This design comes from an exercise in tuning for small area, a short achievable clock period and few clock cycles per item on the open sky130 flow, not from production work. Where RTL was checked, it was by simulation tests only, not by an equivalence proof against the original. No functional check of the RTL was part of runs 3 and 5. No activity file was given, so power comes from the tool's default toggle rates.

==> design/flow/design.v <==
package pet_pkg;
  localparam int CoordW = 16;
  localparam int TimeW  = 32;
  localparam int OpW    = 3;
  localparam int CfgIdxW = 3;
  localparam int CfgDataW = 16;
  localparam int MulW = 32;
  localparam int NumW = 50;
  localparam int DenW = 23;
  localparam logic [OpW-1:0] OP_DOWN    = 3'd0;
  localparam logic [OpW-1:0] OP_UP      = 3'd1;
  localparam logic [OpW-1:0] OP_MOVE    = 3'd2;
  localparam logic [OpW-1:0] OP_GESTURE = 3'd3;
  localparam logic [CfgIdxW-1:0] REG_TAP_RADIUS     = 3'd0;
  localparam logic [CfgIdxW-1:0] REG_TAP_RADIUS_MIN = 3'd1;
  localparam logic [CfgIdxW-1:0] REG_SHRINK_PERIOD  = 3'd2;
  localparam logic [CfgIdxW-1:0] REG_SHRINK_PERCENT = 3'd3;
  localparam logic [CfgIdxW-1:0] REG_MAX_MOVE_RATE  = 3'd4;
  localparam logic [CfgIdxW-1:0] REG_MAX_GEST_RATE  = 3'd5;
  localparam logic [9:0] RATE_SCALE    = 10'd1000;
  localparam logic [6:0] PERCENT_SCALE = 7'd100;
  typedef struct packed {
    logic            start;
    logic [NumW-1:0] num;
    logic [DenW-1:0] den;
  } div_req_t;
  typedef struct packed {
    logic            done;
    logic [NumW-1:0] quo;
  } div_rsp_t;
endpackage
module pet_mul (
  input  logic                         clk,
  input  logic [pet_pkg::MulW-1:0]     a,
  input  logic [pet_pkg::MulW-1:0]     b,
  output logic [2*pet_pkg::MulW-1:0]   p
);
  always_ff @(posedge clk) begin
    p <= a * b;
  end
endmodule
module pet_div (
  input  logic              clk,
  input  logic              rst,
  input  pet_pkg::div_req_t req,
  output pet_pkg::div_rsp_t rsp
);
  assign rsp.done = 1'b0;
  assign rsp.quo  = '0;
endmodule
module pen_event_throttle_core (
  input  logic        clk,
  input  logic        rst,
  input  logic        s_tvalid,
  output logic        s_tready,
  input  logic [63:0] s_tdata,    
  input  logic [2:0]  s_tuser,    
  output logic        m_tvalid,
  input  logic        m_tready,
  output logic [31:0] m_tdata,    
  output logic        m_tuser,    
  input  logic        cfg_valid,
  output logic        cfg_ready,
  input  logic [2:0]  cfg_index,
  input  logic [15:0] cfg_data
);
  localparam logic [2:0] OP_DOWN = pet_pkg::OP_DOWN;
  localparam logic [2:0] OP_UP   = pet_pkg::OP_UP;
  localparam logic [2:0] OP_MOVE = pet_pkg::OP_MOVE;
  localparam logic [2:0] OP_GEST = pet_pkg::OP_GESTURE;
  function automatic logic [15:0] abs_diff(input logic [15:0] a, input logic [15:0] b);
    logic signed [16:0] d;
    logic [16:0]        m;
    d = $signed({a[15], a}) - $signed({b[15], b});
    m = d[16] ? 17'(-d) : 17'(d);
    abs_diff = m[15:0];
  endfunction
  function automatic logic neg3(input logic [17:0] a, input logic [17:0] b, input logic [17:0] c);
    logic [17:0] sv, cv, y;
    sv = a ^ b ^ c;
    cv = {(a[16:0] & b[16:0]) | (a[16:0] & c[16:0]) | (b[16:0] & c[16:0]), 1'b0};
    y  = sv + cv;
    neg3 = y[17];
  endfunction
  function automatic logic neg3c(input logic [17:0] a, input logic [17:0] b, input logic [17:0] c);
    logic [17:0] sv, cv, y;
    sv = a ^ b ^ c;
    cv = {(a[16:0] & b[16:0]) | (a[16:0] & c[16:0]) | (b[16:0] & c[16:0]), 1'b1};
    y  = sv + cv;
    neg3c = y[17];
  endfunction
  function automatic logic near(input logic [15:0] a, input logic [15:0] b, input logic [11:0] r);
    near = !neg3({6'd0, r}, {{2{b[15]}}, b}, ~{{2{a[15]}}, a}) &&
           !neg3({6'd0, r}, {{2{a[15]}}, a}, ~{{2{b[15]}}, b});
  endfunction
  function automatic logic [15:0] abs_diff2(input logic [15:0] a, input logic [15:0] b);
    logic [16:0] d1, d2;
    d1 = {a[15], a} - {b[15], b};
    d2 = {b[15], b} - {a[15], a};
    abs_diff2 = d1[16] ? d2[15:0] : d1[15:0];
  endfunction
  function automatic logic bit12(input logic [11:0] v, input logic [3:0] i);
    bit12 = 1'b0;
    for (int k = 0; k < 12; k++) begin
      if (i == 4'(k)) bit12 = v[k];
    end
  endfunction
  function automatic logic rate_chk(input logic [9:0] t_lo, input logic [9:0] l_lo,
                                    input logic [9:0] lim, input logic eq_hi, input logic eq_hi_m1);
    logic [11:0] a, b, c, sv, cv, y;
    logic [10:0] x;
    a  = {2'b0, t_lo};
    b  = {2'b0, ~l_lo};
    c  = ~{2'b0, lim};
    sv = a ^ b ^ c;
    cv = {(a[10:0] & b[10:0]) | (a[10:0] & c[10:0]) | (b[10:0] & c[10:0]), 1'b1};
    y  = sv + cv;
    x  = {1'b0, t_lo} + {1'b0, ~l_lo};
    rate_chk = x[10] ? (eq_hi && (y[11] || !y[10])) : (eq_hi_m1 && y[11]);
  endfunction
  function automatic logic [3:0] msb12(input logic [11:0] v);
    msb12 = 4'd0;
    for (int i = 1; i < 12; i++) begin
      if (v[i]) msb12 = 4'(i);
    end
  endfunction
  logic [11:0] tap_radius;
  logic [11:0] tap_radius_min;
  logic [11:0] rad_hi;         
  logic [15:0] shrink_period_ms;
  logic [22:0] per_scaled;     
  logic [6:0]  shrink_percent;
  logic [9:0]  move_lim;       
  logic [9:0]  gest_lim;       
  logic        pend_s, pend_m, pend_g;   
  logic        sq_done_s, sq_done_m, sq_done_g;   
  logic [22:0] sq_scaled;
  logic [9:0]  sq_lim;
  assign cfg_ready = 1'b1;
  always_ff @(posedge clk) begin
    if (rst) begin
      tap_radius       <= 12'd10;
      tap_radius_min   <= 12'd2;
      rad_hi           <= 12'd10;
      shrink_period_ms <= 16'd100;
      per_scaled       <= 23'd10000;
      shrink_percent   <= 7'd10;
      move_lim         <= 10'd16;
      gest_lim         <= 10'd16;
      pend_s           <= 1'b0;
      pend_m           <= 1'b0;
      pend_g           <= 1'b0;
    end else begin
      rad_hi <= (tap_radius > tap_radius_min) ? tap_radius : tap_radius_min;
      if (sq_done_s) begin
        per_scaled <= sq_scaled;
        pend_s     <= 1'b0;
      end
      if (sq_done_m) begin
        move_lim <= sq_lim;
        pend_m   <= 1'b0;
      end
      if (sq_done_g) begin
        gest_lim <= sq_lim;
        pend_g   <= 1'b0;
      end
      if (cfg_valid) begin
        case (cfg_index)
          pet_pkg::REG_TAP_RADIUS: begin
            tap_radius <= cfg_data[11:0];
          end
          pet_pkg::REG_TAP_RADIUS_MIN: begin
            tap_radius_min <= cfg_data[11:0];
          end
          pet_pkg::REG_SHRINK_PERIOD: begin
            shrink_period_ms <= cfg_data;
            pend_s           <= 1'b1;
          end
          pet_pkg::REG_SHRINK_PERCENT: shrink_percent <= cfg_data[6:0];
          pet_pkg::REG_MAX_MOVE_RATE: begin
            move_lim <= cfg_data[9:0];    
            pend_m   <= 1'b1;
          end
          pet_pkg::REG_MAX_GEST_RATE: begin
            gest_lim <= cfg_data[9:0];
            pend_g   <= 1'b1;
          end
          default: begin
          end
        endcase
      end
    end
  end
  logic        tracking;
  logic [15:0] lm_x, lm_y;
  logic [31:0] lm_t;       
  logic [15:0] lg_x, lg_y;
  logic [31:0] lg_t;
  logic        a_v;
  logic [2:0]  a_op;
  logic [15:0] a_x, a_y;
  logic [31:0] a_t;
  logic [8:0]  a_dxl, a_dyl;  
  logic [16:0] a_dx, a_dy;
  logic        e_v;
  logic [2:0]  e_op;
  logic [15:0] e_x, e_y;
  logic [31:0] e_t;
  logic        e_tdrop, e_tslow, e_long, e_tbig;
  logic        e_ismove, e_isgest;    
  logic [11:0] e_adx, e_ady;
  logic [22:0] e_touch;
  logic [21:0] e_thm1;      
  logic        o1_v;
  logic [32:0] o1_d;
  logic [32:0] o0_d;
  logic        a_xfer, e_fin, take;
  logic [15:0] ref_x, ref_y;
  logic [31:0] ref_t;
  logic [15:0] a_adx, a_ady;
  logic        a_far;
  logic [31:0] a_touch;
  logic        a_long, a_keep, a_drop;
  logic        keep_s, keep_l, drop_s, drop_l;
  assign ref_x    = lm_x;
  assign ref_y    = lm_y;
  assign ref_t    = lm_t;
  assign a_dx     = {{ref_x[15], ref_x[15:8]} - {a_x[15], a_x[15:8]} - {8'd0, a_dxl[8]}, a_dxl[7:0]};
  assign a_dy     = {{ref_y[15], ref_y[15:8]} - {a_y[15], a_y[15:8]} - {8'd0, a_dyl[8]}, a_dyl[7:0]};
  assign a_adx    = a_dx[16] ? 16'(-a_dx) : a_dx[15:0];
  assign a_ady    = a_dy[16] ? 16'(-a_dy) : a_dy[15:0];
  assign a_far    = a_adx[15:12] != 4'd0 || a_ady[15:12] != 4'd0;
  assign a_touch  = a_t - ref_t;
  assign a_long   = !a_touch[31] && (a_touch[30:16] != 15'd0 || a_touch[15:0] > shrink_period_ms);
  assign keep_s   = a_adx >= {4'd0, tap_radius} || a_ady >= {4'd0, tap_radius};
  assign keep_l   = a_adx >= {4'd0, rad_hi} || a_ady >= {4'd0, rad_hi};
  assign drop_s   = !a_far && neg3c({6'd0, a_adx[11:0]}, {6'd0, a_ady[11:0]}, ~{6'd0, tap_radius});
  assign drop_l   = !a_far && neg3c({6'd0, a_adx[11:0]}, {6'd0, a_ady[11:0]}, ~{6'd0, tap_radius_min});
  assign a_keep   = a_long ? keep_l : keep_s;
  assign a_drop   = a_long ? drop_l : drop_s;
  logic [15:0] in_ref_x, in_ref_y;
  assign in_ref_x = (a_v && a_op == OP_DOWN) ? a_x : lm_x;
  assign in_ref_y = (a_v && a_op == OP_DOWN) ? a_y : lm_y;
  assign s_tready = !a_v || !e_v || (e_ready && !o1_v);
  assign a_xfer   = a_v && (!e_v || e_fin);
  always_ff @(posedge clk) begin
    if (rst) begin
      a_v <= 1'b0;
    end else if (s_tvalid && s_tready) begin
      a_v <= 1'b1;
    end else if (a_xfer) begin
      a_v <= 1'b0;
    end
    if (s_tvalid && s_tready) begin
      a_op <= s_tuser;
      a_x  <= s_tdata[15:0];
      a_y  <= s_tdata[31:16];
      a_t  <= s_tdata[63:32];
      a_dxl <= {1'b0, in_ref_x[7:0]} - {1'b0, s_tdata[7:0]};
      a_dyl <= {1'b0, in_ref_y[7:0]} - {1'b0, s_tdata[23:16]};
    end
  end
  always_ff @(posedge clk) begin
    if (rst) begin
      e_v <= 1'b0;
    end else if (a_xfer) begin
      e_v <= 1'b1;
    end else if (e_fin) begin
      e_v <= 1'b0;
    end
    if (a_xfer) begin
      e_op    <= a_op;
      e_ismove <= a_op == OP_MOVE;
      e_isgest <= a_op == OP_GEST;
      e_x     <= a_x;
      e_y     <= a_y;
      e_t     <= a_t;
      e_tdrop <= a_drop;
      e_tslow <= !a_keep && !a_drop;
      e_long  <= a_long;
      e_tbig  <= a_touch[30:23] != 8'd0;
      e_touch <= a_touch[22:0];
      e_thm1  <= a_t[31:10] - 22'd1;
      e_adx   <= a_adx[11:0];
      e_ady   <= a_ady[11:0];
    end
  end
  logic [21:0] t_hi_m1;
  logic        rm_hi_ok, rg_hi_ok;
  logic        m_rate, g_rate, g_near, m_same;
  logic        need_trk, e_drop, e_ready;
  logic        sq_done, sq_res;
  logic [15:0] res_x, res_y;
  assign t_hi_m1  = e_thm1;
  assign m_rate   = rate_chk(e_t[9:0], lm_t[9:0], move_lim,
                              e_t[31:10] == lm_t[31:10], t_hi_m1 == lm_t[31:10]);
  assign g_rate   = rate_chk(e_t[9:0], lg_t[9:0], gest_lim,
                              e_t[31:10] == lg_t[31:10], t_hi_m1 == lg_t[31:10]);
  assign g_near   = near(lg_x, e_x, tap_radius) && near(lg_y, e_y, tap_radius);
  assign m_same = e_x == lm_x && e_y == lm_y;
  assign need_trk = e_ismove && tracking && e_tslow;
  always_comb begin
    case (e_op)
      OP_MOVE: e_drop = tracking ? (e_tslow ? sq_res : e_tdrop) : (m_same || m_rate);
      OP_GEST: e_drop = g_near || g_rate;
      default: e_drop = 1'b0;
    endcase
  end
  assign e_ready = !(e_ismove && (tracking ? (e_tslow && !sq_done) : pend_m)) &&
                   !(e_isgest && pend_g);
  assign e_fin   = e_v && e_ready && !o1_v;
  assign res_x   = (e_op == OP_UP && tracking) ? lm_x : e_x;
  assign res_y   = (e_op == OP_UP && tracking) ? lm_y : e_y;
  always_ff @(posedge clk) begin
    if (rst) begin
      tracking <= 1'b0;
      lm_x     <= 16'hFFFF;
      lm_y     <= 16'hFFFF;
      lm_t     <= '0;
      lg_x     <= 16'hFFFF;
      lg_y     <= 16'hFFFF;
      lg_t     <= '0;
    end else if (a_xfer && a_op == OP_DOWN) begin
      lm_x     <= a_x;
      lm_y     <= a_y;
      lm_t     <= a_t;
      tracking <= 1'b1;
      if (e_fin && e_op == OP_GEST && !e_drop) begin
        lg_x <= e_x;
        lg_y <= e_y;
        lg_t <= e_t;
      end
    end else if (e_fin) begin
      case (e_op)
        OP_UP: begin
          lm_x     <= '0;
          lm_y     <= '0;
          lm_t     <= '0;
          tracking <= 1'b0;
        end
        OP_MOVE: begin
          if (!e_drop) begin
            lm_x     <= e_x;
            lm_y     <= e_y;
            lm_t     <= e_t;
            tracking <= 1'b0;
          end
        end
        OP_GEST: begin
          if (!e_drop) begin
            lg_x <= e_x;
            lg_y <= e_y;
            lg_t <= e_t;
          end
        end
        default: begin
        end
      endcase
    end
  end
  assign take = m_tvalid && m_tready;
  always_ff @(posedge clk) begin
    if (rst) begin
      m_tvalid <= 1'b0;
      o1_v     <= 1'b0;
    end else begin
      if (!m_tvalid || take) begin
        m_tvalid <= o1_v || e_fin;
      end
      if (take) begin
        o1_v <= 1'b0;
      end else if (m_tvalid && e_fin) begin
        o1_v <= 1'b1;
      end
    end
    if (!m_tvalid || take) begin
      o0_d <= o1_v ? o1_d : {e_drop, res_y, res_x};
    end
    if (m_tvalid && !take && e_fin) begin
      o1_d <= {e_drop, res_y, res_x};
    end
  end
  assign m_tdata = o0_d[31:0];
  assign m_tuser = o0_d[32];
  localparam logic [2:0] PH_IDLE = 3'd0;
  localparam logic [2:0] PH_U    = 3'd1;
  localparam logic [2:0] PH_Q    = 3'd2;
  localparam logic [2:0] PH_KP   = 3'd3;
  localparam logic [2:0] PH_DK   = 3'd4;
  localparam logic [2:0] PH_FIN  = 3'd5;
  localparam logic [2:0] PH_LW   = 3'd6;
  localparam logic [2:0] PH_KP2  = 3'd7;
  localparam logic [1:0] J_TRACK = 2'd0;
  localparam logic [1:0] J_SCALE = 2'd1;
  localparam logic [1:0] J_LIMM  = 2'd2;
  localparam logic [1:0] J_LIMG  = 2'd3;
  localparam logic [1:0] K_R    = 2'd0;
  localparam logic [1:0] K_HI   = 2'd1;
  localparam logic [1:0] K_MIN  = 2'd2;
  localparam logic [1:0] K_Q    = 2'd3;
  localparam logic [11:0] C100  = 12'd100;
  localparam logic [11:0] C1000 = 12'd1000;
  logic [2:0]  sq_ph;
  logic [1:0]  sq_job;
  logic [1:0]  sq_ksrc;
  logic [3:0]  sq_idx;
  logic [22:0] sq_opb;    
  logic [22:0] sq_m;      
  logic [22:0] sq_x;      
  logic        sq_cl;     
  logic [11:0] sq_q;
  logic [11:0] sq_k;
  logic [26:0] sq_acc;
  logic [22:0] sq_bt;
  logic        sq_bx, sq_by, sq_bk;
  logic        job_lim;
  logic [9:0]  lim_raw;
  logic [15:0] per_eff;
  logic [22:0] op_a, op_b, op_m;
  logic [24:0] x_sum;
  logic [25:0] x_m1, x_m2;
  logic [1:0]  x_c;
  logic [11:0] q_next;
  logic [11:0] k_rq, k_val;
  logic [26:0] acc_next;
  assign job_lim = sq_job == J_LIMM || sq_job == J_LIMG;
  assign lim_raw = (sq_job == J_LIMG) ? gest_lim : move_lim;
  assign per_eff = (shrink_period_ms == 16'd0) ? 16'd1 : shrink_period_ms;
  assign op_a   = sq_x;
  assign op_b   = sq_opb;
  assign op_m  = sq_m;
  assign x_sum = {1'b0, op_a, 1'b0} + {2'b0, sq_bt};
  logic [25:0] xa, xb, xm1, xm2, xs1, xc1, xs2, xc2;
  assign xa    = {2'b0, op_a, 1'b0};
  assign xb    = {3'b0, sq_bt};
  assign xm1   = ~{3'b0, op_m};
  assign xm2   = ~{2'b0, op_m, 1'b0};
  assign xs1   = xa ^ xb ^ xm1;
  assign xc1   = {(xa[24:0] & xb[24:0]) | (xa[24:0] & xm1[24:0]) | (xb[24:0] & xm1[24:0]), 1'b1};
  assign xs2   = xa ^ xb ^ xm2;
  assign xc2   = {(xa[24:0] & xb[24:0]) | (xa[24:0] & xm2[24:0]) | (xb[24:0] & xm2[24:0]), 1'b1};
  assign x_m1  = xs1 + xc1;
  assign x_m2  = xs2 + xc2;
  assign x_c   = !x_m2[25] ? 2'd2 : !x_m1[25] ? 2'd1 : 2'd0;
  logic [11:0] q_inc;
  assign q_inc  = sq_q + 12'd1;
  assign q_next = (x_c == 2'd2) ? {q_inc[10:0], 1'b0} : {sq_q[10:0], x_c[0]};
  logic [11:0] k_now;
  logic [3:0]  idx_min;
  assign k_now   = !e_long ? tap_radius : (shrink_percent == 7'd0) ? rad_hi : tap_radius_min;
  assign idx_min = msb12(e_adx | e_ady | tap_radius_min);
  assign k_rq = tap_radius - sq_q;
  assign k_val = (k_rq < tap_radius_min) ? tap_radius_min : k_rq;
  logic [3:0]  idx_dn, idx_now, idx_kp;
  assign idx_dn  = sq_idx - 4'd1;
  assign idx_now = msb12(e_adx | e_ady | k_now);
  assign idx_kp  = msb12(e_adx | e_ady | sq_k);
  assign acc_next = {sq_acc[25:0], 1'b0}
                  + (sq_bx ? {15'd0, e_adx} : 27'd0)
                  + (sq_by ? {15'd0, e_ady} : 27'd0)
                  - (sq_bk ? {15'd0, sq_k}  : 27'd0);
  assign sq_res    = sq_acc[26];
  assign sq_scaled = x_sum[22:0];
  assign sq_lim    = sq_q[9:0];
  assign sq_done_s = sq_ph == PH_U && sq_job == J_SCALE && sq_idx == 4'd0;
  assign sq_done_m = sq_ph == PH_LW && sq_job == J_LIMM;
  assign sq_done_g = sq_ph == PH_LW && sq_job == J_LIMG;
  always_ff @(posedge clk) begin
    if (rst || e_fin) begin
      sq_done <= 1'b0;
    end else if (sq_ph == PH_DK && sq_idx == 4'd0) begin
      sq_done <= 1'b1;
    end
  end
  always_ff @(posedge clk) begin
    if (rst) begin
      sq_ph <= PH_IDLE;
    end else begin
      case (sq_ph)
        PH_IDLE: begin
          sq_x   <= '0;
          sq_q   <= '0;
          sq_cl  <= 1'b0;
          sq_opb <= pend_s ? {7'd0, per_eff} : (pend_m || pend_g) ? 23'd1 : e_touch;
          sq_m   <= pend_m ? {12'd0, {1'b0, move_lim} + 11'd1} :
                    pend_g ? {12'd0, {1'b0, gest_lim} + 11'd1} : per_scaled;
          sq_bt  <= pend_s ? {7'd0, per_eff} : (pend_m || pend_g) ? 23'd1 : e_touch;
          if (pend_s) begin
            sq_job <= J_SCALE;
            sq_idx <= 4'd6;
            sq_ph  <= PH_U;
          end else if (pend_m || pend_g) begin
            sq_job <= pend_m ? J_LIMM : J_LIMG;
            sq_idx <= 4'd9;
            sq_ph  <= PH_Q;
          end else if (e_v && need_trk) begin
            sq_job <= J_TRACK;
            if (!e_long || shrink_percent == 7'd0 || e_tbig) begin
              sq_k   <= k_now;
              sq_idx <= idx_now;
              sq_bx  <= bit12(e_adx, idx_now);
              sq_by  <= bit12(e_ady, idx_now);
              sq_bk  <= bit12(k_now, idx_now);
              sq_acc <= '0;
              sq_ph  <= PH_DK;
            end else begin
              sq_idx <= msb12({5'd0, shrink_percent});
              sq_ph  <= PH_U;
            end
          end
        end
        PH_U: begin
          if (sq_idx == 4'd0) begin
            sq_x   <= '0;
            sq_opb <= x_sum[22:0];       
            sq_idx <= msb12(tap_radius);
            sq_bt  <= (tap_radius != 12'd0) ? x_sum[22:0] : 23'd0;
          end else begin
            sq_x   <= x_sum[22:0];
            sq_idx <= idx_dn;
            sq_bt  <= ((sq_job == J_SCALE) ? bit12(C100, idx_dn) : bit12({5'd0, shrink_percent}, idx_dn))
                      ? sq_opb : 23'd0;
          end
          sq_cl <= !x_m1[25];            
          if (sq_job == J_SCALE) begin
            if (sq_idx == 4'd0) sq_ph <= PH_IDLE;
          end else if (!x_m1[25]) begin
            sq_ph <= PH_KP;
          end else if (sq_idx == 4'd0) begin
            sq_ph <= PH_Q;
          end
        end
        PH_Q: begin
          sq_x   <= (x_c == 2'd2) ? x_m2[22:0] : (x_c == 2'd1) ? x_m1[22:0] : x_sum[22:0];
          sq_q   <= q_next;
          sq_idx <= idx_dn;
          sq_bt  <= (job_lim ? bit12(C1000, idx_dn) : bit12(tap_radius, idx_dn)) ? sq_opb : 23'd0;
          if (sq_idx == 4'd0) begin
            sq_ksrc <= K_Q;
            sq_ph   <= job_lim ? PH_LW : PH_KP;
          end
        end
        PH_KP: begin
          sq_k   <= sq_cl ? tap_radius_min : k_val;
          sq_ph  <= PH_KP2;
        end
        PH_KP2: begin
          sq_idx <= idx_kp;
          sq_bx  <= bit12(e_adx, idx_kp);
          sq_by  <= bit12(e_ady, idx_kp);
          sq_bk  <= bit12(sq_k, idx_kp);
          sq_acc <= '0;
          sq_ph  <= PH_DK;
        end
        PH_DK: begin
          sq_acc <= acc_next;
          sq_idx <= idx_dn;
          sq_bx  <= bit12(e_adx, idx_dn);
          sq_by  <= bit12(e_ady, idx_dn);
          sq_bk  <= bit12(sq_k, idx_dn);
          if (sq_idx == 4'd0) sq_ph <= PH_FIN;
        end
        PH_LW: sq_ph <= PH_IDLE;
        PH_FIN: begin
          if (e_fin) sq_ph <= PH_IDLE;
        end
        default: sq_ph <= PH_IDLE;
      endcase
      if (cfg_valid && sq_ph != PH_IDLE && sq_job != J_TRACK &&
          ((cfg_index == pet_pkg::REG_SHRINK_PERIOD && sq_job == J_SCALE) ||
           (cfg_index == pet_pkg::REG_MAX_MOVE_RATE && sq_job == J_LIMM) ||
           (cfg_index == pet_pkg::REG_MAX_GEST_RATE && sq_job == J_LIMG))) begin
        sq_ph <= PH_IDLE;
      end
    end
  end
endmodule
==> design/flow/run.sh <==
#!/bin/bash
# synth_recipe.tcl (not shown) runs the flow's synth.tcl, then flattens the netlist and writes it again
# the make line also repeats each setting of config.mk as NAME=value (left out here)
make -C /OpenROAD-flow-scripts/flow DESIGN_CONFIG=/design/flow/config.mk WORK_HOME=/design/flow/orfs CLKGATE_MAP_FILE= SYNTH_SCRIPT=/design/flow/synth_recipe.tcl finish
==> design/flow/config.mk <==
export PLATFORM = sky130hd
export DESIGN_NAME = pen_event_throttle_core
export DESIGN_NICKNAME = pen_event_throttle_core
export VERILOG_FILES = /design/flow/design.v
export SDC_FILE = /design/flow/constraint.sdc
export NUM_CORES = 4
export LEC_CHECK = 0
export CAP_MARGIN = 20
export CORE_MARGIN = 2
export CORE_UTILIZATION = 55
export SETUP_SLACK_MARGIN = 5
export SLEW_MARGIN = 20
==> design/flow/constraint.sdc <==
create_clock -name core_clock -period 12.0 [get_ports {clk}]
set_input_delay 2.4000 -clock core_clock [delete_from_list [all_inputs] [get_ports {clk}]]
set_output_delay 2.4000 -clock core_clock [all_outputs]
set_load 0.01 [all_outputs]
==> flow_summary.ini, run 1 <==
[run_status]
run_status = finished clean

[worst_hold_path]
hold-path-cell-count = 2
hp-class = reg2reg
hold_path_end = per_scaled[20]
min_from = per_scaled[20]

[clocking]
clk_pin_slew_worst_paths_ps = 60
clock_insertion_delay_worst_skew_ps = 670
post_cts.resized_instances = 0
post_cts.repair.setup_buffers = 0
clock_sinks = 688
root_buffer = clkbuf_16
cts_tree = yes
cts-root-to-sink-buffers = 3
cts_hold_buffers = 0
cts-htree-levels = 3
cts_made_buffers = 79

[cells_and_area]
finalNetCount = 5835
final_design_area_no_fill_sq_mm = 0.0537
post_layout_nonfiller_instances = 6370
antenna-diode-count = 0
drive_gt1_share_pct = 5.45
syn_to_final_growth_pct = 11.2

[route]
dr.pass1.iters = 6
drcViolationCount = 0
routed_wl_um = 143000
drt_iter0_markers = 2955
num_vias = 37900
vias_per_cell = 5.95
antenna_violating_nets_post_route = 0
drt-wirelength-per-cell_um = 22.5

[yosys]
post_synth_inst_count = 5064
postSynthRegisterBits = 688
synth_fp_nets = 5751
syn_avg_cell_area_sq_um = 9.54
synth-main-ff-cell = edfxtp_1
postSynth.asyncResetShare_pct = 0
synth_cell_type_count = 89
netlist_area_sq_mm = 0.0483
seq_area_frac_synth_pct = 37.8
synth_warnings = 1
synth-edff-count = 446

[grt]
grt_max_degree = 166
grt_use_total_pct = 31.8
grt_pass1_vias = 37200
antenna_found_initial = 1
grt.overflow.total = 0
grt_first_pass_wirelength_um = 222000

[timing]
hold_viol = 0
slew_viol_final = 0
min_period_over_period_pct = 48.0
tightestPinTransition_ps = 1150
setup_total_negative_slack_ps = 0
min_period_ps = 5760
grt_setup_unrepaired = no
setup_viol = 0
timing.final.ws_setup_ps = 6240
slew_hr_pct = 23.5
final.setup_skew_ps = 35.8
fmax_ghz = 0.174

[power_and_ir_drop]
ir_drop_v = 0.000467
power_density_mw_per_mm2 = 199
fin_total_pwr_uw = 10700
p_leak_uw = 0.0219

[die]
floorplan.initialDensity_pct = 55.6
number_of_placement_rows = 108
die_area_sq_mm = 0.0902
core-area_sq_mm = 0.0869
die_h_um = 300
design.portCount = 127
chip_width_um = 300

[worst_setup_path]
criticalPathCategory = reg2reg
regToRegSetupSlack_ps = 6240
worst_setup_path_end_kind = flop
timing.rr.end = e_tslow
critPathRequiredTime_ps = 12400
worst_ep_arrival_time_ps = 6160
timing.critical_path.from_type = flop
max_fo_critical_path = 15
reg2regPathDepth = 25
worst_r2r_startpoint = a_x[8]

[placed_design]
place_worst_setup_slack_ps = 6290
post-dp-hpwl_um = 106000
gp_routability_congestion = 0.939
port_buffers = 125
dp.cells = 6221
postPlaceCellArea_sq_mm = 0.0509

[job]
drv.max_cap_violation_count = 0
[worst max-delay path by stage]
stage,cells after the start,endpoint,startpoint
4_1_cts,25,e_tslow,a_x[8]
5_1_grt,27,e_tslow,a_x[8]
3_3_place_gp,27,e_tslow,a_x[8]
3_5_place_dp,25,e_tslow,a_x[8]
6_report,25,e_tslow,a_x[8]
2_1_floorplan,27,e_tslow,a_x[8]
[logic make-up (layout without fill, tap and decap cells)]
logic type               count (synthesis)  count (layout)  share of synthesized area, %
XOR/XNOR                               327             327                          5.96
buffers and inverters                  766             917                          6.02
other                                    1               1                       0.00777
flip-flops                             688             688                          37.8
AO/OA/AOI/OAI                         1188            1188                          16.0
AND/OR/NAND/NOR                       1348            1348                          12.9
multiplexers                           148             148                          3.21
adder cells (fa/ha/maj)                598             598                          18.1
[power by group]
part	switching (uW)	total (uW)	internal [uW]	leakage, uW
Clock	1060	2620	1560	0.00135
Combinational	3000	4960	1960	0.0143
Sequential	242	3080	2840	0.00627
Total	4300	10700	6360	0.0219
[cells in the final DEF, fill, tap and decap left out, types with 85 or more instances in the layout]
cell type,synthesis,layout
dfxtp_1,242,242
fa_1,166,166
inv_1,587,586
xnor2_1,171,171
o21ai_0,238,238
ha_1,430,430
edfxtp_1,446,446
clkdlybuf4s50_1,0,124
a21oi_1,323,321
a21o_1,96,96
nor2_1,376,373
mux2i_1,95,95
xor2_1,154,154
a211oi_1,85,85
nor3_1,94,90
nand2_1,459,459
[flip-flops by register name, summed over array words and instances, names as in the netlist, 22 cells and up]
register	flops
o0_d	33
o1_d	33
a_t	32
e_t	32
lg_t	32
lm_t	32
sq_acc	27
e_touch	23
per_scaled	23
sq_bt	23
sq_m	23
sq_opb	23
sq_x	23
e_thm1	22
[worst max-delay path: stages (launching register included)]
cell and delay, ps:
edfxtp_1 380, inv_1 70, fa_1 450, fa_1 410, nand2b_1 160, a21oi_1 230
o21bai_1 90, a21oi_1 230, o21bai_1 90, a21oi_1 170, xnor2_1 140, buf_4 230
mux2_2 430, fa_1 550, ha_1 210, nor2b_1 130, o21a_1 160, o21a_1 170
o21a_1 170, o21a_1 170, o21ai_0 170, nand3_1 100, a211o_1 310, nand4_1 80
mux2_2 150, nor2_1 40
[synthesized netlist by cell type (19+ instances only)]
library cell,count,share of area [%]
a2111oi_0,19,0.34
a211oi_1,85,1.3
a21o_1,96,1.5
a21oi_1,323,3.3
a221oi_1,29,0.53
a222oi_1,23,0.48
a31oi_1,54,0.70
and2_1,41,0.53
and3_1,37,0.48
clkbuf_1,155,1.2
dfxtp_1,242,10
edfxtp_1,446,28
fa_1,166,6.9
ha_1,430,11
inv_1,587,4.6
mux2_2,53,1.2
mux2i_1,95,2.0
nand2_1,459,3.6
nand2b_1,44,0.57
nand3_1,77,0.80
nand4_1,37,0.48
nor2_1,376,2.9
nor2b_1,56,0.73
nor3_1,94,0.97
nor4_1,49,0.63
o211ai_1,65,1.0
o21a_1,47,0.73
o21ai_0,238,2.5
o21bai_1,30,0.47
o31ai_1,24,0.37
xnor2_1,171,3.1
xor2_1,154,2.8
[through the flow]
step                      util (%)  hold WS, ps
after floorplan                  -          432
after global placement        58.5          438
after detailed placement      58.5          443
after CTS                     61.8          452
after global routing          61.8          471
final                         61.8          451
[metal layers]
layer	GRT usage, %	part of all wire [%]
met5	0	0
met4	8.62	2.6
met3	4.71	6.0
met2	52.7	47
met1	43.5	44
[area by class of cell]
cell class	instances	area, sq um
flip-flops and latches	688	18200
repair buffers	181	1730
clock inverters	43	638
well taps	1155	1450
multi-input cells	3610	27300
fillers	7542	33200
clock buffers	105	2170
inverters	588	2210
Testbench counts, summed over its fixed seeds: cycles 3,346, items 2,459.
==> inputs of run 2 (changes only) <==
--- a/design/flow/config.mk
+++ b/design/flow/config.mk
@@ -10,2 +10,3 @@
 export CORE_UTILIZATION = 55
+export PLACE_DENSITY = 0.75
 export SETUP_SLACK_MARGIN = 5
==> run 2 against run 1 <==
Via count is 2.9% higher. Sequential power is essentially flat. Design area down 0.68%. Sequential share of layout area up 0.23 points. Synthesized cell count did not move. Still clean on timing, DRC and antenna. Critical path type unchanged. Maximum frequency fell by 5.4%. Routed wire length shrank 2.9%. Clock power fell by 8.8%. Total power down 2.3%.
==> flow_summary.ini, run 2 <==
[route]
drcViolationCount = 0
antenna_violating_nets_post_route = 0
num_vias = 39000
vias_per_cell = 6.14
dr.pass1.iters = 7
drt_iter0_markers = 3830
routed_wl_um = 139000
drt-wirelength-per-cell_um = 21.9

[power_and_ir_drop]
power.switching_uw = 4250
p_int_uw = 6170
clock_group_share_of_total_power_pct = 23.0
switch_share_pct = 40.8
p_leak_uw = 0.0218
reg_power_share_pct = 29.6
fin_total_pwr_uw = 10400
ir_drop_v = 0.000175
power_density_mw_per_mm2 = 195
comb_power_share_pct = 47.4

[clocking]
post_cts.resized_instances = 0
cts-root-to-sink-buffers = 3
cts_made_buffers = 75
cts_tree = yes
cts_hold_buffers = 0
clock_sinks = 688
post_cts.repair.setup_buffers = 0
root_buffer = clkbuf_16
cts-htree-levels = 3
clk_pin_slew_worst_paths_ps = 60
clock_insertion_delay_worst_skew_ps = 650

[worst_setup_path]
crit_path_max_delay_cell_type = nor2_1
critical-path-max-stage-delay_ps = 730
criticalPathCategory = reg2reg
worst_setup_path_end_kind = flop
max_fo_critical_path = 15
reg2regPathDepth = 24
timing.critical_path.from_type = flop
worst_ep_arrival_time_ps = 6460
worst_path_most_repeated_cell = o21a_1
timing.critical_path.cells = inv_1, fa_1, fa_1, nand2b_1, a21oi_1, o21bai_1, a21oi_1, mux2i_1, nor2_1, o31a_1, xor2_1, inv_1, fa_1, inv_1, ha_1, o21a_1, o21a_1, o21a_1, o21ai_0, a21oi_1, o21a_1, o211ai_1, mux2_2, nor2_1
critPathRequiredTime_ps = 12370

[timing]
min_period_ps = 6090
holdWs_ps = 451
slew_viol_final = 0
grt_setup_unrepaired = no
final.setup_skew_ps = 35.2
fmax_ghz = 0.164
setup_viol = 0
slew_hr_pct = 24.6
hold_viol = 0
min_period_over_period_pct = 50.7
setup_total_negative_slack_ps = 0
tightestPinTransition_ps = 1130

[yosys]
synth-edff-count = 446
netlist.top_cell.by_area = edfxtp_1
netlist_area_sq_mm = 0.0483
postSynth.asyncResetShare_pct = 0
synth-main-ff-cell = edfxtp_1
synth_cell_type_count = 89
synth_warnings = 1
post_synth_inst_count = 5064
seq_area_frac_synth_pct = 37.8
synth_fp_nets = 5751
synthTopCellsByArea = edfxtp_1 28%, ha_1 11%, dfxtp_1 10%, fa_1 6.9%, inv_1 4.6%
post-synth-top-count-cell = inv_1
postSynthRegisterBits = 688
netlist_top_cells_count = 587 x inv_1, 459 x nand2_1, 446 x edfxtp_1
syn_avg_cell_area_sq_um = 9.54
synth_top_cell_area_share_pct = 27.7

[grt]
grt_max_degree = 84
antenna_found_initial = 3
grt_first_pass_wirelength_um = 215000
grt.met3_usage_pct = 4.87
met1_usage_pct = 42.1
grt.overflow.total = 0
use_met2_pct = 48.8
busiest_layer = met2
grt_use_total_pct = 30.5
grt_pass1_vias = 37700

[cells_and_area]
antenna-diode-count = 0
syn_to_final_growth_pct = 10.5
finalNetCount = 5823
drive_gt1_share_pct = 5.16
layout_commonest_cell = inv_1
most_used_cells_in_the_layout_excluding_fill_and_tap_cells = 586 x inv_1, 459 x nand2_1, 446 x edfxtp_1
layout.filler_cells = 7232
top_regs = o0_d x33, o1_d x33

[worst_hold_path]
hold-path-cell-count = 2
hp-class = reg2reg

[placed_design]
post-dp-hpwl_um = 103000
gp_routability_congestion = 0.972
port_buffers = 125

[die]
die_area_sq_mm = 0.0902
design.portCount = 127
floorplan.initialDensity_pct = 55.6
die_h_um = 300
chip_width_um = 300
number_of_placement_rows = 108
core-area_sq_mm = 0.0869

[job]
drv.max_cap_violation_count = 0

[run_status]
run_status = finished clean
run 2: cell counts after synthesis:
No cell type changed its count.
run 2: routing by layer:
layer | share of wire (%) | routed length (um)
met1 | 42 | 59000
met2 | 45 | 63100
met3 | 8.6 | 12000
met4 | 3.6 | 5010
met5 | 0.024 | 33
run 2: path summary, 6_finish.rpt:
check,start,to,slack (ps)
worst max-delay path,a_y[8],e_tslow,5910
worst min-delay path,per_scaled[12],per_scaled[12],450
worst max register to register,a_y[8],e_tslow,5910
worst min register to register,per_scaled[12],per_scaled[12],450
run 2: cell families (layout without fill, tap and decap cells):
family / Yosys count / after routing / share of synthesized area [%]
buffers and inverters: 766 / 899 / 6.02
AND/OR/NAND/NOR: 1348 / 1348 / 12.9
flip-flops: 688 / 688 / 37.8
XOR/XNOR: 327 / 327 / 5.96
adder cells (fa/ha/maj): 598 / 598 / 18.1
AO/OA/AOI/OAI: 1188 / 1188 / 16.0
multiplexers: 148 / 148 / 3.21
other: 1 / 1 / 0.00777
run 2: metrics by stage:
| stage | area (sq um) | std cells | worst slack (ps) | utilization [%] |
|---|---|---|---|---|
| floorplan | 48300 | 5064 | 6540 | - |
| global placement | 50700 | 6211 | 6100 | 58.4 |
| detailed placement | 50700 | 6212 | 5990 | 58.4 |
| CTS | 53300 | 6350 | 5940 | 61.3 |
| global route | 53300 | 6352 | 5470 | 61.4 |
| finish | 53300 | 6352 | 5910 | 61.4 |
run 2: final cells by class:
| class | count | area [sq um] | area share (%) |
|---|---|---|---|
| multi-input cells | 3610 | 27300 | 51.1 |
| clock buffers | 102 | 2080 | 3.90 |
| inverters | 588 | 2210 | 4.14 |
| repair buffers | 173 | 1650 | 3.08 |
| clock inverters | 36 | 447 | 0.837 |
| well taps | 1155 | 1450 | 2.71 |
| flip-flops and latches | 688 | 18200 | 34.2 |
run 2: power groups by stage:
stage               clock network (uW)  registers [uW]  logic (uW)
floorplan                            0            3010        3660
global placement                     0            3120        4710
detailed placement                   0            3120        4830
CTS                               2410            3080        4880
global route                      2510            3110        5520
finish                            2390            3090        4950
run 2: critical path, delay by kind of cell, from the launching register on:
kind,cells,cell delay (ps)
AO/OA/AOI/OAI,11,1900
adder cells (fa/ha/maj),4,1640
AND/OR/NAND/NOR,3,930
XOR/XNOR,1,460
flip-flops,1,360
multiplexers,2,320
buffers and inverters,3,210
==> inputs of run 3 (changes only) <==
--- a/design/flow/design.v
+++ b/design/flow/design.v
@@ -120,2 +120,26 @@
   endfunction
+  function automatic logic abs_ge(input logic [16:0] d, input logic [11:0] r);
+    logic [17:0] a, b, c, sv, cv, y;
+    a  = {2'b0, d[15:0] ^ {16{d[16]}}};
+    b  = ~{6'd0, r};
+    c  = {16'd0, d[16], !d[16]};
+    sv = a ^ b ^ c;
+    cv = {(a[16:0] & b[16:0]) | (a[16:0] & c[16:0]) | (b[16:0] & c[16:0]), 1'b0};
+    y  = sv + cv;
+    abs_ge = !y[17];
+  endfunction
+  function automatic logic abs_sum_lt(input logic [16:0] dx, input logic [16:0] dy,
+                                      input logic [11:0] r);
+    logic [17:0] a, b, c, d, s1, c1, s2, c2, y;
+    a  = {2'b0, dx[15:0] ^ {16{dx[16]}}};
+    b  = {2'b0, dy[15:0] ^ {16{dy[16]}}};
+    c  = ~{6'd0, r};
+    d  = {16'd0, dy[16], !dy[16]};
+    s1 = a ^ b ^ c;
+    c1 = {(a[16:0] & b[16:0]) | (a[16:0] & c[16:0]) | (b[16:0] & c[16:0]), dx[16]};
+    s2 = s1 ^ c1 ^ d;
+    c2 = {(s1[16:0] & c1[16:0]) | (s1[16:0] & d[16:0]) | (c1[16:0] & d[16:0]), 1'b0};
+    y  = s2 + c2;
+    abs_sum_lt = y[17];
+  endfunction
   function automatic logic [3:0] msb12(input logic [11:0] v);
@@ -220,3 +244,2 @@
   logic [15:0] a_adx, a_ady;
-  logic        a_far;
   logic [31:0] a_touch;
@@ -231,9 +254,8 @@
   assign a_ady    = a_dy[16] ? 16'(-a_dy) : a_dy[15:0];
-  assign a_far    = a_adx[15:12] != 4'd0 || a_ady[15:12] != 4'd0;
   assign a_touch  = a_t - ref_t;
   assign a_long   = !a_touch[31] && (a_touch[30:16] != 15'd0 || a_touch[15:0] > shrink_period_ms);
-  assign keep_s   = a_adx >= {4'd0, tap_radius} || a_ady >= {4'd0, tap_radius};
-  assign keep_l   = a_adx >= {4'd0, rad_hi} || a_ady >= {4'd0, rad_hi};
-  assign drop_s   = !a_far && neg3c({6'd0, a_adx[11:0]}, {6'd0, a_ady[11:0]}, ~{6'd0, tap_radius});
-  assign drop_l   = !a_far && neg3c({6'd0, a_adx[11:0]}, {6'd0, a_ady[11:0]}, ~{6'd0, tap_radius_min});
+  assign keep_s   = abs_ge(a_dx, tap_radius) || abs_ge(a_dy, tap_radius);
+  assign keep_l   = abs_ge(a_dx, rad_hi) || abs_ge(a_dy, rad_hi);
+  assign drop_s   = abs_sum_lt(a_dx, a_dy, tap_radius);
+  assign drop_l   = abs_sum_lt(a_dx, a_dy, tap_radius_min);
   assign a_keep   = a_long ? keep_l : keep_s;
@@ -308,3 +330,4 @@
   end
-  assign e_ready = !(e_ismove && (tracking ? (e_tslow && !sq_done) : pend_m)) &&
+  assign e_ready = !(e_ismove && tracking && e_tslow && !sq_done) &&
+                   !(e_ismove && !tracking && pend_m) &&
                    !(e_isgest && pend_g);
--- a/design/flow/config.mk
+++ b/design/flow/config.mk
@@ -10,3 +10,2 @@
 export CORE_UTILIZATION = 55
-export PLACE_DENSITY = 0.75
 export SETUP_SLACK_MARGIN = 5
==> run 3 against run 2 <==
Register-to-register slack better by 450 ps. Flip-flop and latch count stayed put. Combinational power increased by about 20%. Area after synthesis is 2.8% higher. First-iteration DRC count is 13% lower. Via count decreased by 1.2%. Cell count grew 2.9%. Clock skew grew 21 ps. Global-route usage increased by 0.59 points. Clock power increased by 5%. Sequential power rose by 2%. Critical path type unchanged. Largest cell class unchanged.
==> flow_summary.ini, run 3 <==
[yosys]
netlist_area_sq_mm = 0.0497
synth_fp_nets = 5965
synth-edff-count = 446
synth_warnings = 1
main_combinational_cell_family_by_area_after_synthesis = adder cells
synth_cell_type_count = 91
synth-main-ff-cell = edfxtp_1
synthTopCellsByArea = edfxtp_1 27%, ha_1 13%, dfxtp_1 9.8%, fa_1 6.8%, inv_1 4.5%
synth_top_cell_area_share_pct = 27.0
muxShareOfSynthArea_pct = 3.21
synth_xor_area_share_pct = 6.33
seq_area_frac_synth_pct = 36.7
yosys.area_share.simple_pct = 12.7
postSynth.asyncResetShare_pct = 0
netlist.top_cell.by_area = edfxtp_1
post-synth-top-count-cell = inv_1
netlist_top_cells_count = 601 x inv_1, 502 x ha_1, 446 x edfxtp_1
synth-compound-area-share_pct = 15.5
postSynthRegisterBits = 688
syn_avg_cell_area_sq_um = 9.54
post_synth_inst_count = 5204
synthAdderAreaFrac_pct = 19.5

[power_and_ir_drop]
p_leak_uw = 0.0229
power_density_mw_per_mm2 = 211
ir_drop_v = 0.000210

[cells_and_area]
layout_commonest_cell = inv_1
drive_gt1_share_pct = 5.69
antenna-diode-count = 0
post_layout_nonfiller_instances = 6536
top_regs = o0_d x33, o1_d x33
layout.filler_cells = 7733
finalNetCount = 6052
most_used_cells_in_the_layout_excluding_fill_and_tap_cells = 601 x inv_1, 502 x ha_1, 446 x edfxtp_1
syn_to_final_growth_pct = 10.8

[route]
num_vias = 38500
drt_iter0_markers = 3320
routed_wl_um = 145000
drcViolationCount = 0
vias_per_cell = 5.90
drt-wirelength-per-cell_um = 22.2
dr.pass1.iters = 6
antenna_violating_nets_post_route = 0

[run_status]
run_status = finished clean

[clocking]
post_cts.repair.setup_buffers = 0
clock_insertion_delay_worst_skew_ps = 690
cts-root-to-sink-buffers = 3
cts-htree-levels = 3
cts_hold_buffers = 0
cts_made_buffers = 81
cts_tree = yes
clk_pin_slew_worst_paths_ps = 70
clock_sinks = 688
post_cts.resized_instances = 0
root_buffer = clkbuf_16

[timing]
min_period_ps = 5640
fmax_ghz = 0.177
slew_hr_pct = 19.5
final.setup_skew_ps = 56.6
slew_viol_final = 0
min_period_over_period_pct = 47.0
setup_viol = 0
holdWs_ps = 448
hold_viol = 0
setup_total_negative_slack_ps = 0
grt_setup_unrepaired = no
tightestPinTransition_ps = 1200

[worst_setup_path]
critPathRequiredTime_ps = 12450
timing.critical_path.from_type = flop
timing.critical_path.cells = inv_1, ha_1, inv_1, ha_1, and3_1, a2111oi_0, nand3_1, buf_4, xnor2_1, inv_1, fa_1, inv_1, ha_1, ha_1, a21o_1, a21o_1, a21oi_1, o31ai_1, a31oi_1, mux2i_1, and3b_1, or2_1
crit_path_max_delay_cell_type = a2111oi_0
max_fo_critical_path = 30
regToRegSetupSlack_ps = 6360
critical_path_buf_inv_count = 5
critical-path-max-stage-delay_ps = 710
criticalPathCategory = reg2reg
critPathTopFamily = adder cells
worst_setup_path_end_kind = flop
worst_ep_arrival_time_ps = 6090

[die]
number_of_placement_rows = 110
design.portCount = 127
core-area_sq_mm = 0.0897
floorplan.initialDensity_pct = 55.3
chip_width_um = 304
die_area_sq_mm = 0.0927
die_h_um = 304

[placed_design]
port_buffers = 125
gp_routability_congestion = 0.941
dp.cells = 6383
post-dp-hpwl_um = 110000

[grt]
use_met2_pct = 49.6
grt_use_total_pct = 31.1
met1_usage_pct = 44.4
grt_first_pass_wirelength_um = 224000
antenna_found_initial = 1
grt_max_degree = 71
busiest_layer = met2
grt_pass1_vias = 37400
grt.overflow.total = 0
grt.met3_usage_pct = 4.72

[job]
drv.max_cap_violation_count = 0

[worst_hold_path]
hp-class = reg2reg
==> run 3: cell count changes after synthesis, moves of 31 or more <==
cell	previous run	this run
a21oi_1	323	393
ha_1	430	502
nand2_1	459	406
nand3_1	77	108
nor2_1	376	412
o21ai_0	238	204
xnor2_1	171	225
==> run 3: metrics by stage <==
| stage | cell area [sq um] | utilization (%) | total power (uW) | setup slack [ps] |
|---|---|---|---|---|
| after floorplan | 49700 | - | 7450 | 6340 |
| after global placement | 52200 | 58.2 | 8970 | 6510 |
| after detailed placement | 52300 | 58.2 | 9040 | 6430 |
| after CTS | 55000 | 61.3 | 11600 | 6420 |
| after global routing | 55000 | 61.3 | 12500 | 5900 |
| final | 55000 | 61.3 | 11600 | 6360 |
==> run 3: path summary, 6_finish.rpt <==
path                              start       to  cells after the start
worst min register to register   a_x[8]   e_x[8]                      0
worst max register to register  a_x[15]  e_tdrop                     22
worst max-delay path            a_x[15]  e_tdrop                     22
worst min-delay path             a_x[8]   e_x[8]                      0
==> run 3: metal layers <==
| metal | vias to the layer above | part of all wire, % |
|---|---|---|
| met1 | 18500 | 45 |
| met3 | 231 | 6.6 |
| li1 | 18500 | - |
| met4 | 0 | 2.7 |
| met2 | 1310 | 45 |
| met5 | - | 0 |
==> run 3: report_power, final <==
part	leakage (uW)	internal [uW]	switching [uW]	total (uW)
Combinational	0.0153	2410	3550	5960
Clock	0.00133	1440	1080	2520
Sequential	0.00626	2880	260	3140
Total	0.0229	6720	4900	11600
==> run 3: area by class of cell <==
type | instances | area (sq um) | share of cell area [%]
Tap cell | 1176 | 1470 | 2.68
Clock buffer | 97 | 2170 | 3.94
Sequential cell | 688 | 18200 | 33.2
Inverter | 604 | 2270 | 4.12
Timing Repair Buffer | 185 | 1740 | 3.17
Clock inverter | 55 | 543 | 0.987
Multi-Input combinational cell | 3731 | 28600 | 51.9
==> run 3: cell families (layout without fill, tap and decap cells) <==
logic type	count (synthesis)	count (layout)
and+or+nand+nor	1352	1352
other	1	1
buffers and inverters	785	941
AOI/OAI and AO/OA	1194	1194
adders and majority gates	676	676
xor gates and xnor gates	359	359
DFF	688	688
muxes	149	149
==> inputs of run 4 (changes only) <==
--- a/design/flow/design.v
+++ b/design/flow/design.v
@@ -226,3 +226,3 @@
   logic [31:0] a_t;
-  logic [8:0]  a_dxl, a_dyl;  
+  logic [12:0] a_dxl, a_dyl;  
   logic [16:0] a_dx, a_dy;
@@ -250,4 +250,4 @@
   assign ref_t    = lm_t;
-  assign a_dx     = {{ref_x[15], ref_x[15:8]} - {a_x[15], a_x[15:8]} - {8'd0, a_dxl[8]}, a_dxl[7:0]};
-  assign a_dy     = {{ref_y[15], ref_y[15:8]} - {a_y[15], a_y[15:8]} - {8'd0, a_dyl[8]}, a_dyl[7:0]};
+  assign a_dx     = {{ref_x[15], ref_x[15:12]} - {a_x[15], a_x[15:12]} - {4'd0, a_dxl[12]}, a_dxl[11:0]};
+  assign a_dy     = {{ref_y[15], ref_y[15:12]} - {a_y[15], a_y[15:12]} - {4'd0, a_dyl[12]}, a_dyl[11:0]};
   assign a_adx    = a_dx[16] ? 16'(-a_dx) : a_dx[15:0];
@@ -280,4 +280,4 @@
       a_t  <= s_tdata[63:32];
-      a_dxl <= {1'b0, in_ref_x[7:0]} - {1'b0, s_tdata[7:0]};
-      a_dyl <= {1'b0, in_ref_y[7:0]} - {1'b0, s_tdata[23:16]};
+      a_dxl <= {1'b0, in_ref_x[11:0]} - {1'b0, s_tdata[11:0]};
+      a_dyl <= {1'b0, in_ref_y[11:0]} - {1'b0, s_tdata[27:16]};
     end
==> run 4 against run 3 <==
Hold slack improved by 3.6 ps. Die area increased by 2.9%. Clock skew shrank 29 ps. Clock-buffer cell count is 11 higher. Highest routed layer is now met5.
==> flow_summary.ini, run 4 <==
[die]
floorplan.initialDensity_pct = 55.6
number_of_placement_rows = 111
die_area_sq_mm = 0.0954
core-area_sq_mm = 0.0919
die_h_um = 309
design.portCount = 127
chip_width_um = 309

[timing]
min_period_over_period_pct = 49.9
timing.final.ws_setup_ps = 6010
min_period_ps = 5990
final.setup_skew_ps = 27.5
fmax_ghz = 0.167
tightestPinTransition_ps = 1090
setup_viol = 0
setup_total_negative_slack_ps = 0
slew_viol_final = 0
hold_viol = 0
slew_hr_pct = 26.6
grt_setup_unrepaired = no
holdWs_ps = 451

[clocking]
cts_made_buffers = 80
cts-root-to-sink-buffers = 3
cts_hold_buffers = 0
cts_tree = yes
root_buffer = clkbuf_16
clock_sinks = 696
clk_pin_slew_worst_paths_ps = 60
cts-htree-levels = 3
post_cts.repair.setup_buffers = 0
clock_insertion_delay_worst_skew_ps = 670
post_cts.resized_instances = 0

[worst_setup_path]
timing.critical_path.cells = inv_1, fa_1, fa_1, nand2b_1, a21oi_1, xnor2_2, buf_4, inv_1, nor2_1, nor2_1, fa_1, fa_1, ha_1, nand2_1, or3_1, a31oi_1, o21ai_0, a211o_1, xor2_1, o2111ai_1, o211a_1, a211oi_2
regToRegSetupSlack_ps = 6010
criticalPathCategory = reg2reg
worst_ep_arrival_time_ps = 6490
critPathRequiredTime_ps = 12500
crit_path_max_delay_cell_type = fa_1
worst_path_most_repeated_cell = fa_1
max_fo_critical_path = 22
timing.critical_path.from_type = flop
critical-path-max-stage-delay_ps = 500
worst_setup_path_end_kind = flop

[route]
antenna_violating_nets_post_route = 0
num_vias = 40200
vias_per_cell = 5.88
drt_iter0_markers = 3261
routed_wl_um = 151000
drt-wirelength-per-cell_um = 22.1
dr.pass1.iters = 5
drcViolationCount = 0

[cells_and_area]
drive_gt1_share_pct = 5.35
most_used_cells_in_the_layout_excluding_fill_and_tap_cells = 628 x inv_1, 494 x ha_1, 482 x nand2_1
layout_commonest_cell = inv_1
finalNetCount = 6271
syn_to_final_growth_pct = 10.4
antenna-diode-count = 0
top_regs = o0_d x33, o1_d x33
utilization_pct = 61.4

[grt]
grt_first_pass_wirelength_um = 232000
grt_pass1_vias = 39300
grt.overflow.total = 0
antenna_found_initial = 1
grt_max_degree = 90
grt_use_total_pct = 31.6

[placed_design]
port_buffers = 125
gp_routability_congestion = 0.931
place_worst_setup_slack_ps = 6010
post-dp-hpwl_um = 114000

[power_and_ir_drop]
fin_total_pwr_uw = 11900
power_density_mw_per_mm2 = 212
p_leak_uw = 0.0234
power.switching_uw = 5080
switch_share_pct = 42.6
reg_power_share_pct = 27.1
p_int_uw = 6850
clock_group_share_of_total_power_pct = 21.3
comb_power_share_pct = 51.6
ir_drop_v = 0.000175

[yosys]
synth_fp_nets = 6215
netlist_area_sq_mm = 0.0511
synth-edff-count = 454
synth_top_cell_area_share_pct = 26.7
netlist.top_cell.by_area = edfxtp_1
synth_cell_type_count = 86
syn_avg_cell_area_sq_um = 9.36
postSynth.asyncResetShare_pct = 0
synth-main-ff-cell = edfxtp_1
netlist_top_cells_count = 628 x inv_1, 494 x ha_1, 482 x nand2_1
synthTopCellsByArea = edfxtp_1 27%, ha_1 12%, dfxtp_1 9.5%, fa_1 6.6%, inv_1 4.6%
post-synth-top-count-cell = inv_1
post_synth_inst_count = 5462
seq_area_frac_synth_pct = 36.2
synth_warnings = 1
postSynthRegisterBits = 696

[worst_hold_path]
hp-class = reg2reg

[job]
drv.max_cap_violation_count = 0

[run_status]
run_status = finished clean
## run 4: cell types whose count changed after synthesis, sizes merged, moves of 22 or more
cell	before	now
o211ai	57	29
xnor2	225	184
nand3	108	72
nor2	412	442
nor3	79	147
nand2	406	482
inv	604	630
o2111ai	7	29
xor2	134	159
a221o	39	16
o21ai	222	252
mux2i	92	153
## run 4: final timing paths
kind / cells past startpoint / startpoint / endpoint
hold reg to reg: 2 / per_scaled[16] / per_scaled[16]
setup / recovery: 22 / a_y[12] / e_tslow
hold / removal: 2 / per_scaled[16] / per_scaled[16]
setup reg to reg: 22 / a_y[12] / e_tslow
## run 4: area by class of cell
cell class,instances,area (sq um)
Fill cell,8144,35500
Multi-Input combinational cell,3928,29600
Sequential cell,696,18500
Inverter,630,2360
Clock buffer,108,2210
Timing Repair Buffer,182,1690
Tap cell,1243,1560
Clock inverter,42,487
## run 4: layer usage
metal / share of wire [%] / GRT usage [%]
met5: 0.0099 / 0
met1: 45 / 44.3
met4: 2.8 / 9.56
met3: 6.1 / 3.52
met2: 46 / 51.8
## run 4: cells by family after synthesis
| logic type | after synthesis | synth area share, % |
|---|---|---|
| flip-flops | 696 | 36.2 |
| multiplexers | 218 | 4.49 |
| buffers and inverters | 838 | 6.22 |
| XOR/XNOR | 343 | 5.88 |
| AND/OR/NAND/NOR | 1523 | 13.7 |
| other | 1 | 0.00734 |
| AO/OA/AOI/OAI | 1176 | 14.8 |
| adder cells (fa/ha/maj) | 667 | 18.8 |
## run 4: critical path: cells and delay by family, from the launching register on
family / cells / cell delay, ps
AO/OA/AOI/OAI: 7 / 1350
adder cells (fa/ha/maj): 5 / 2050
AND/OR/NAND/NOR: 5 / 930
flip-flops: 1 / 380
XOR/XNOR: 2 / 290
buffers and inverters: 3 / 790
## run 4: through the flow
| step | instance area [sq um] | cells |
|---|---|---|
| after floorplan | 51100 | 5462 |
| after global placement | 53700 | 6678 |
| after detailed placement | 53700 | 6678 |
| after CTS | 56400 | 6828 |
| after global routing | 56400 | 6829 |
| final | 56400 | 6829 |
## run 4: power by group through the flow
| stage | clock, uW | sequential [uW] | combinational, uW |
|---|---|---|---|
| floorplan | 0 | 3130 | 4540 |
| global placement | 0 | 3270 | 6020 |
| detailed placement | 0 | 3270 | 6070 |
| CTS | 2580 | 3220 | 6130 |
| global route | 2660 | 3260 | 6890 |
| finish | 2540 | 3230 | 6160 |
Testbench counts of run 4, summed over its fixed seeds: cycles 3,346, items 2,459.
==> inputs of run 5 (changes only) <==
--- a/design/flow/design.v
+++ b/design/flow/design.v
@@ -151,2 +151,3 @@
   logic [11:0] tap_radius;
+  logic [11:0] tap_radius_n;   
   logic [11:0] tap_radius_min;
@@ -166,2 +167,3 @@
       tap_radius       <= 12'd10;
+      tap_radius_n     <= ~12'd10;
       tap_radius_min   <= 12'd2;
@@ -193,3 +195,4 @@
           pet_pkg::REG_TAP_RADIUS: begin
-            tap_radius <= cfg_data[11:0];
+            tap_radius   <= cfg_data[11:0];
+            tap_radius_n <= ~cfg_data[11:0];
           end
@@ -320,3 +323,3 @@
                               e_t[31:10] == lg_t[31:10], t_hi_m1 == lg_t[31:10]);
-  assign g_near   = near(lg_x, e_x, tap_radius) && near(lg_y, e_y, tap_radius);
+  assign g_near   = near(lg_x, e_x, ~tap_radius_n) && near(lg_y, e_y, ~tap_radius_n);
   assign m_same = e_x == lm_x && e_y == lm_y;
==> run 5 against run 4 <==
Still clean on timing, DRC and antenna. Flip-flop and latch count up 12. Synthesized cell count down 3.3%. Critical path depth is the same. Critical endpoint is now e_tdrop.
==> flow_summary.ini, run 5 <==
[run_status]
run_status = finished clean

[route]
drcViolationCount = 0
vias_per_cell = 6.00
routed_wl_um = 149000
dr.pass1.iters = 8
drt_iter0_markers = 3664
antenna_violating_nets_post_route = 0
num_vias = 39700
drt-wirelength-per-cell_um = 22.6

[cells_and_area]
layout.filler_cells = 7949
layout_commonest_cell = inv_1
top_regs = o0_d x33, o1_d x33
seq_area_sq_mm = 0.0187
drive_gt1_share_pct = 5.76
finalNetCount = 6106
most_used_cells_in_the_layout_excluding_fill_and_tap_cells = 593 x inv_1, 494 x ha_1, 483 x nand2_1
syn_to_final_growth_pct = 10.7
area_of_the_multi_input_gates_sq_mm = 0.0289
final_design_area_no_fill_sq_mm = 0.0558

[timing]
slew_hr_pct = 24.7
tightestPinTransition_ps = 1130
fmax_ghz = 0.161
setup_viol = 0
setup_total_negative_slack_ps = 0
min_period_ps = 6200
grt_setup_unrepaired = no
hold_viol = 0
final.setup_skew_ps = 40.6
timing.final.ws_setup_ps = 5800
min_period_over_period_pct = 51.7
slew_viol_final = 0

[power_and_ir_drop]
ir_drop_v = 0.000202
power_density_mw_per_mm2 = 223
switch_share_pct = 42.8
p_int_uw = 7130
power.switching_uw = 5330
comb_power_share_pct = 52.7
fin_total_pwr_uw = 12500
reg_power_share_pct = 26.4
clock_group_share_of_total_power_pct = 20.9
p_leak_uw = 0.0233

[worst_setup_path]
worst_setup_path_end_kind = flop
timing.critical_path.from_type = flop
max_fo_critical_path = 21
reg2regPathDepth = 22
criticalPathCategory = reg2reg
critPathRequiredTime_ps = 12420
worst_ep_arrival_time_ps = 6620

[clocking]
post_cts.resized_instances = 0
cts_made_buffers = 80
clock_sinks = 708
post_cts.repair.setup_buffers = 0
clock_insertion_delay_worst_skew_ps = 670
cts_tree = yes
root_buffer = clkbuf_16
cts-htree-levels = 3
cts-root-to-sink-buffers = 3
clk_pin_slew_worst_paths_ps = 60
cts_hold_buffers = 0

[grt]
grt_first_pass_wirelength_um = 229000
grt.overflow.total = 0
antenna_found_initial = 4
grt_pass1_vias = 38200
grt_max_degree = 79
grt_use_total_pct = 31.6

[die]
core-area_sq_mm = 0.0912
design.portCount = 127
chip_width_um = 307
die_h_um = 307
number_of_placement_rows = 111
floorplan.initialDensity_pct = 55.3
die_area_sq_mm = 0.0942

[yosys]
muxShareOfSynthArea_pct = 3.07
netlist_top_cells_count = 594 x inv_1, 494 x ha_1, 483 x nand2_1
synth_cell_type_count = 105
postSynth.asyncResetShare_pct = 0
synth_top_cell_area_share_pct = 27.0
netlist.top_cell.by_area = edfxtp_1
post-synth-top-count-cell = inv_1
synth-compound-area-share_pct = 15.8
synth_warnings = 1
synth-edff-count = 454
post_synth_inst_count = 5284
synthTopCellsByArea = edfxtp_1 27%, ha_1 12%, dfxtp_1 10%, fa_1 6.7%, inv_1 4.4%
synth-main-ff-cell = edfxtp_1
synth_fp_nets = 6037
syn_avg_cell_area_sq_um = 9.55
yosys.area_share.simple_pct = 13.1
synth_xor_area_share_pct = 6.01
postSynthRegisterBits = 708
netlist_area_sq_mm = 0.0504
main_combinational_cell_family_by_area_after_synthesis = adder cells
synthAdderAreaFrac_pct = 19.0
seq_area_frac_synth_pct = 37.1

[placed_design]
port_buffers = 125
place_worst_setup_slack_ps = 5840
postPlaceCellArea_sq_mm = 0.0530
gp_routability_congestion = 0.946
post-dp-hpwl_um = 113000

[job]
drv.max_cap_violation_count = 0

[worst_hold_path]
hold-path-cell-count = 0
hp-class = reg2reg
==> run 5: critical path, stage by stage, from the launching register on <==
cell,delay (ps)
edfxtp_1,340
inv_1,70
fa_1,460
fa_1,420
nand2b_1,170
a21oi_1,230
xnor2_2,140
buf_4,330
inv_1,370
nor2_1,300
nor2_1,130
fa_1,490
fa_1,420
ha_1,300
nand2_1,60
o21ai_0,80
a21oi_1,200
o21ai_0,140
a21oi_1,360
o211ai_1,160
or3_1,340
and4_1,220
or2_1,200
==> run 5: routing by layer <==
metal	routed length, um	track usage (%)	share of wire [%]	vias to the layer above
li1	-	-	-	18900
met1	66700	44.5	45	19100
met2	68800	51.3	46	1387
met3	9540	4.03	6.4	250
met4	4180	8.70	2.8	4
met5	24	0	0.016	-
==> run 5: per-stage QoR <==
stage | utilization, % | std cells | hold slack (ps)
floorplan | - | 5284 | 426
global placement | 58.1 | 6455 | 432
detailed placement | 58.1 | 6457 | 436
CTS | 61.2 | 6606 | 450
global route | 61.2 | 6606 | 468
finish | 61.2 | 6607 | 451
==> run 5: cell type report <==
| class | instances | share of cell area, % |
|---|---|---|
| timing repair buffer | 175 | 2.95 |
| tap | 1186 | 2.66 |
| antenna | 1 | 0.00448 |
| clock inverter | 42 | 0.997 |
| multi-input combinational | 3790 | 51.8 |
| clock buffer | 107 | 3.99 |
| sequential | 708 | 33.5 |
| inverter | 598 | 4.02 |
==> run 5: final timing paths <==
path                 from       to  slack [ps]
setup / recovery  a_y[12]  e_tdrop        5800
hold reg to reg   a_y[13]  e_y[13]         450
hold / removal    a_y[13]  e_y[13]         450
setup reg to reg  a_y[12]  e_tdrop        5800
==> run 5: kinds of logic after synthesis <==
family | Yosys count
AOI/OAI and AO/OA | 1212
xor gates and xnor gates | 346
adders and majority gates | 668
buffers and inverters | 786
DFF | 708
muxes | 147
other | 1
and+or+nand+nor | 1416
==> run 5: power groups by stage <==
| stage | registers (uW) | logic [uW] | clock network [uW] |
|---|---|---|---|
| after detailed placement | 3320 | 6490 | 0 |
| after global placement | 3320 | 6410 | 0 |
| after CTS | 3270 | 6540 | 2640 |
| final | 3280 | 6560 | 2610 |
| after floorplan | 3190 | 4820 | 0 |
| after global routing | 3310 | 7360 | 2730 |

## afterwards: timing with drivers on the ports
The flow's constraints put no driver on any port. The routed layouts listed below were extracted and timed again, unchanged, in two steps. Step 1 (the two cells are an assumption about what drives the block):
set clk [get_ports {clk}]
set_driving_cell -lib_cell sky130_fd_sc_hd__clkbuf_16 $clk
set_driving_cell -lib_cell sky130_fd_sc_hd__buf_2 [delete_from_list [all_inputs] $clk]
Step 2 also shifts input and output timing later by t, the mid clock arrival at the registers, as if the neighbouring blocks saw the same clock. a / b / c = no drivers / after step 1 / after step 2; a / b = the first two.
run | t (ns) | slack for setup (ns) | worst slew at a driven data input, ns | cell pins on the clock port's net
run 1 | 0.723 | 6.238 / 6.202 / 6.238 | 0.06 | 1
run 2 | 0.706 | 5.910 / 5.910 / 5.910 | 0.12 | 1
run 3 | 0.730 | 6.359 / 6.359 / 6.359 | 0.06 | 1
run 4 | 0.728 | 6.010 / 6.010 / 6.010 | 0.05 | 1
run 5 | 0.716 | 5.798 / 5.798 / 5.798 | 0.11 | 1
After both steps every run listed still meets setup and hold.
